What follows belongs to an exercise in optimizing a design on an open flow for small area, a short achievable clock period and few clock cycles; a production flow would make more cautious choices.

## old
## deparser_top
module deparser_top
(
	input wire clk,
	input wire aresetn,
	input deparser_pkg::phv_t phv,
	input wire phv_empty,
	output logic phv_rd_en,
	input deparser_pkg::vlan_id_t vlan_id,
	input wire vlan_empty,
	output logic vlan_rd_en,
	input deparser_pkg::head_data_t head_data,
	input deparser_pkg::head_keep_t head_keep,
	input deparser_pkg::head_last_t head_last,
	input wire head_empty,
	output logic head_rd_en,
	input deparser_pkg::seg_data_t body_data,
	input deparser_pkg::seg_keep_t body_keep,
	input wire body_last,
	input wire body_empty,
	output logic body_rd_en,
	output deparser_pkg::seg_data_t out_data,
	output deparser_pkg::seg_keep_t out_keep,
	output logic out_last,
	output logic out_valid,
	input wire out_ready,
	input deparser_pkg::seg_data_t ctrl_data,
	input wire ctrl_valid,
	input wire ctrl_last
);
	logic wr_en;
	deparser_pkg::table_addr_t wr_addr;
	logic [31:0] wr_data, lookup;
	deparser_pkg::table_addr_t rd_addr;
  ...
Settings: LEC_CHECK=0, CAP_MARGIN=20, CORE_MARGIN=2, CORE_UTILIZATION=40, CTS_BUF_LIST=sky130_fd_sc_hd__clkbuf_8, CTS_CLUSTER_DIAMETER=50, CTS_CLUSTER_SIZE=14, SETUP_SLACK_MARGIN=5.0, SLEW_MARGIN=20, SYNTH_HIERARCHICAL=1, SYNTH_MINIMUM_KEEP_SIZE=1000000; clock period 9.0 ns.
standard.sh (not shown) runs the stock make flow with config.mk's settings and CLKGATE_MAP_FILE= SYNTH_SCRIPT=/design/flow/synth_recipe.tcl, a recipe that flattens the netlist after the stock synthesis.
==> flow/flow/run.sh <==
#!/bin/bash
set -uo pipefail
here=$(pwd)
export BUFFER_PORTS_ARGS="-buffer_cell sky130_fd_sc_hd__buf_1"
export CTS_ARGS="-sink_clustering_enable -repair_clock_nets -dont_use_dummy_load -sink_clustering_size 14 -sink_clustering_max_diameter 50 -buf_list sky130_fd_sc_hd__clkbuf_8"
export IO_CONSTRAINTS="$here/flow/io.tcl"
bash standard.sh > standard.log 2>&1
==> flow/flow/io.tcl <==
# Keep the FIFO handshake pins and the output handshake next to each other, so the
# paths from an empty flag to its read enable stay short.
set ctl {vlan_empty vlan_rd_en phv_empty phv_rd_en phv[384] head_empty head_rd_en head_last[0] head_last[1] body_empty body_rd_en body_last out_ready out_valid}
set_io_pin_constraint -pin_names $ctl -region right:180-220
old: full flow OK, the timing, design-rule and antenna checks passed
[inputs] new vs old
--- a/flow/design.v
+++ b/flow/design.v
@@ -241,38 +241,37 @@
 	logic full0_n, full1_n, drop0_n, drop1_n, wp_n, rp_n, seg_n, kd_n, ks_n;
 	logic pe_ok;   
 	logic pe_fin;  
 	logic k_send;  
 	logic k_go;    
 	logic k_seg0;  
 	logic b_drop;  
 	logic b_fwd1;  
-	logic o_nfin, o_nok, o_ngo, o_nseg0, o_nbd, o_nbf, o_niv1;
 	logic enq_e, deq_e, pe_go, pe_step, pe_done;
 	logic b_pop, b_done, b_fwd, j_enq, j_enq_d;
 	logic hasbody, last_seg, h_out, consume;
 	deparser_pkg::seg_data_t pdata, patched;
 	deparser_pkg::head_keep_t pcover;
-	assign vlan_rd_en = !vlan_empty && o_niv1;
-	assign enq_e = !vlan_empty && !iv1;
-	assign phv_rd_en = !phv_empty && (!o_nfin || (!o_nok && phv[384]));
-	assign pe_done = !phv_empty && (pe_fin || (pe_ok && phv[384]));
+	assign vlan_rd_en = !vlan_empty && !iv1;
+	assign enq_e = vlan_rd_en;
+	assign phv_rd_en = !phv_empty && (pe_fin || (pe_ok && phv[384]));
+	assign pe_done = phv_rd_en;
 	assign deq_e = pe_done;
 	assign pe_go = pe_ok && !phv_empty;
 	assign pe_step = pe_go;
 	assign hasbody = head_last == 2'b00;
 	assign last_seg = seg_q || head_last[0];
 	assign h_out = !head_empty && out_ready && k_send;
 	assign consume = !head_empty && out_ready && (k_go || (k_seg0 && head_last[0]));
-	assign head_rd_en = !head_empty && out_ready && (!o_ngo || (!o_nseg0 && head_last[0]));
+	assign head_rd_en = consume;
 	assign j_enq = consume && hasbody;
 	assign j_enq_d = !k_send;
 	assign b_pop = !body_empty && (b_drop || (b_fwd1 && out_ready));
-	assign body_rd_en = !body_empty && (!o_nbd || (!o_nbf && out_ready));
+	assign body_rd_en = b_pop;
 	assign b_done = b_pop && body_last;
 	assign b_fwd = b_pop && b_fwd1;
 	assign rd_addr = iq0;
 	assign e_load = iv0 && (!ev0 || deq_e);
 	always_comb begin
 		ev0_n = e_load || (ev0 && !deq_e);
 		if (e_load)
 			e0_n = lookup;
@@ -324,23 +323,16 @@
 			seg_q <= 1'b0;
 			pe_ok <= 1'b0;
 			pe_fin <= 1'b0;
 			k_send <= 1'b0;
 			k_go <= 1'b0;
 			k_seg0 <= 1'b0;
 			b_drop <= 1'b0;
 			b_fwd1 <= 1'b0;
-			o_nfin <= 1'b1;
-			o_nok <= 1'b1;
-			o_ngo <= 1'b1;
-			o_nseg0 <= 1'b1;
-			o_nbd <= 1'b1;
-			o_nbf <= 1'b1;
-			o_niv1 <= 1'b1;
 		end else begin
 			ev0 <= ev0_n;
 			iv0 <= iv1 || (iv0 && !e_load) || enq_e;
 			iv1 <= iv1 ? !e_load : (iv0 && !e_load && enq_e);
 			j0v <= j0v_n;
 			j1v <= j1v_n;
 			full0 <= full0_n;
 			full1 <= full1_n;
@@ -351,23 +343,16 @@
 			seg_q <= seg_n;
 			pe_ok <= ev0_n && !(wp_n ? full1_n : full0_n);
 			pe_fin <= ev0_n && !(wp_n ? full1_n : full0_n) && e0_n[15:14] == 2'b00;
 			k_send <= ks_n;
 			k_go <= kd_n || (ks_n && seg_n);
 			k_seg0 <= ks_n && !seg_n;
 			b_drop <= j0v_n && j0d_n;
 			b_fwd1 <= j0v_n && !j0d_n;
-			o_nfin <= !(ev0_n && !(wp_n ? full1_n : full0_n) && e0_n[15:14] == 2'b00);
-			o_nok <= !(ev0_n && !(wp_n ? full1_n : full0_n));
-			o_ngo <= !(kd_n || (ks_n && seg_n));
-			o_nseg0 <= !(ks_n && !seg_n);
-			o_nbd <= !(j0v_n && j0d_n);
-			o_nbf <= !(j0v_n && !j0d_n);
-			o_niv1 <= !(iv1 ? !e_load : (iv0 && !e_load && enq_e));
 		end
 	end
 	always_ff @(posedge clk) begin
 		e0 <= e0_n;
 		if (iv1 ? e_load : (!iv0 || e_load))
 			iq0 <= iv1 ? iq1 : vlan_id[8:4];
 		if (!iv1)
 			iq1 <= vlan_id[8:4];
==> run notes <==
- new finished all stages; the layout is clean.
- On post-placement worst setup slack: new sits above old.
- [diff] maximum frequency, new relative to old: regression
- Looking at final worst-path setup slack, new sits 0.018 ns lower than old does.
- Number of combinational gates with multiple inputs is lower on new
- Diff old -> new: layout filler cell count comparable, overall routed net length now larger, number of clock-tree buffers in the layout now larger.
- Total routing resource utilization after global routing for new is higher than for old.
- Comparing new and old, share of the core filled with cells in the final layout is lower on new.
- When new is measured against old, its global-route wire length before repair turns out 16 mm higher.
No run of this note included a check of the RTL's function; only the layout flow was run.

==> re-timing with driven ports <==
The results above use ideal ports. As a check the final layouts listed here were re-extracted and re-timed, cells and wires unchanged. Step 1: set_driving_cell puts a clkbuf_16 on clk and a buf_2 on each other input, an assumption about the parent block. Step 2 adds t to the input delays and takes it off the output delays; t is the mean of the earliest and latest rising clock arrival at the registers after step 1. Input paths then give back, and output paths get back, about the clock's delay inside the block. a / b / c = ideal / step 1 / step 2; a / b = the first two.
| run | shift t [ns] | setup WS [ns] | worst register clock-pin slew, ns | pins driven straight from the clock port |
|---|---|---|---|---|
| old | 0.890 | 4.875 / 4.771 / 4.089 | 0.10 / 0.10 | 1 |
| new | 0.918 | 4.857 / 4.783 / 4.304 | 0.09 / 0.09 | 1 |
After both steps every run listed still meets setup and hold. For old, which loses most, drivers alone change the setup slack by -0.104 ns; drivers and shift together by -0.786 ns.
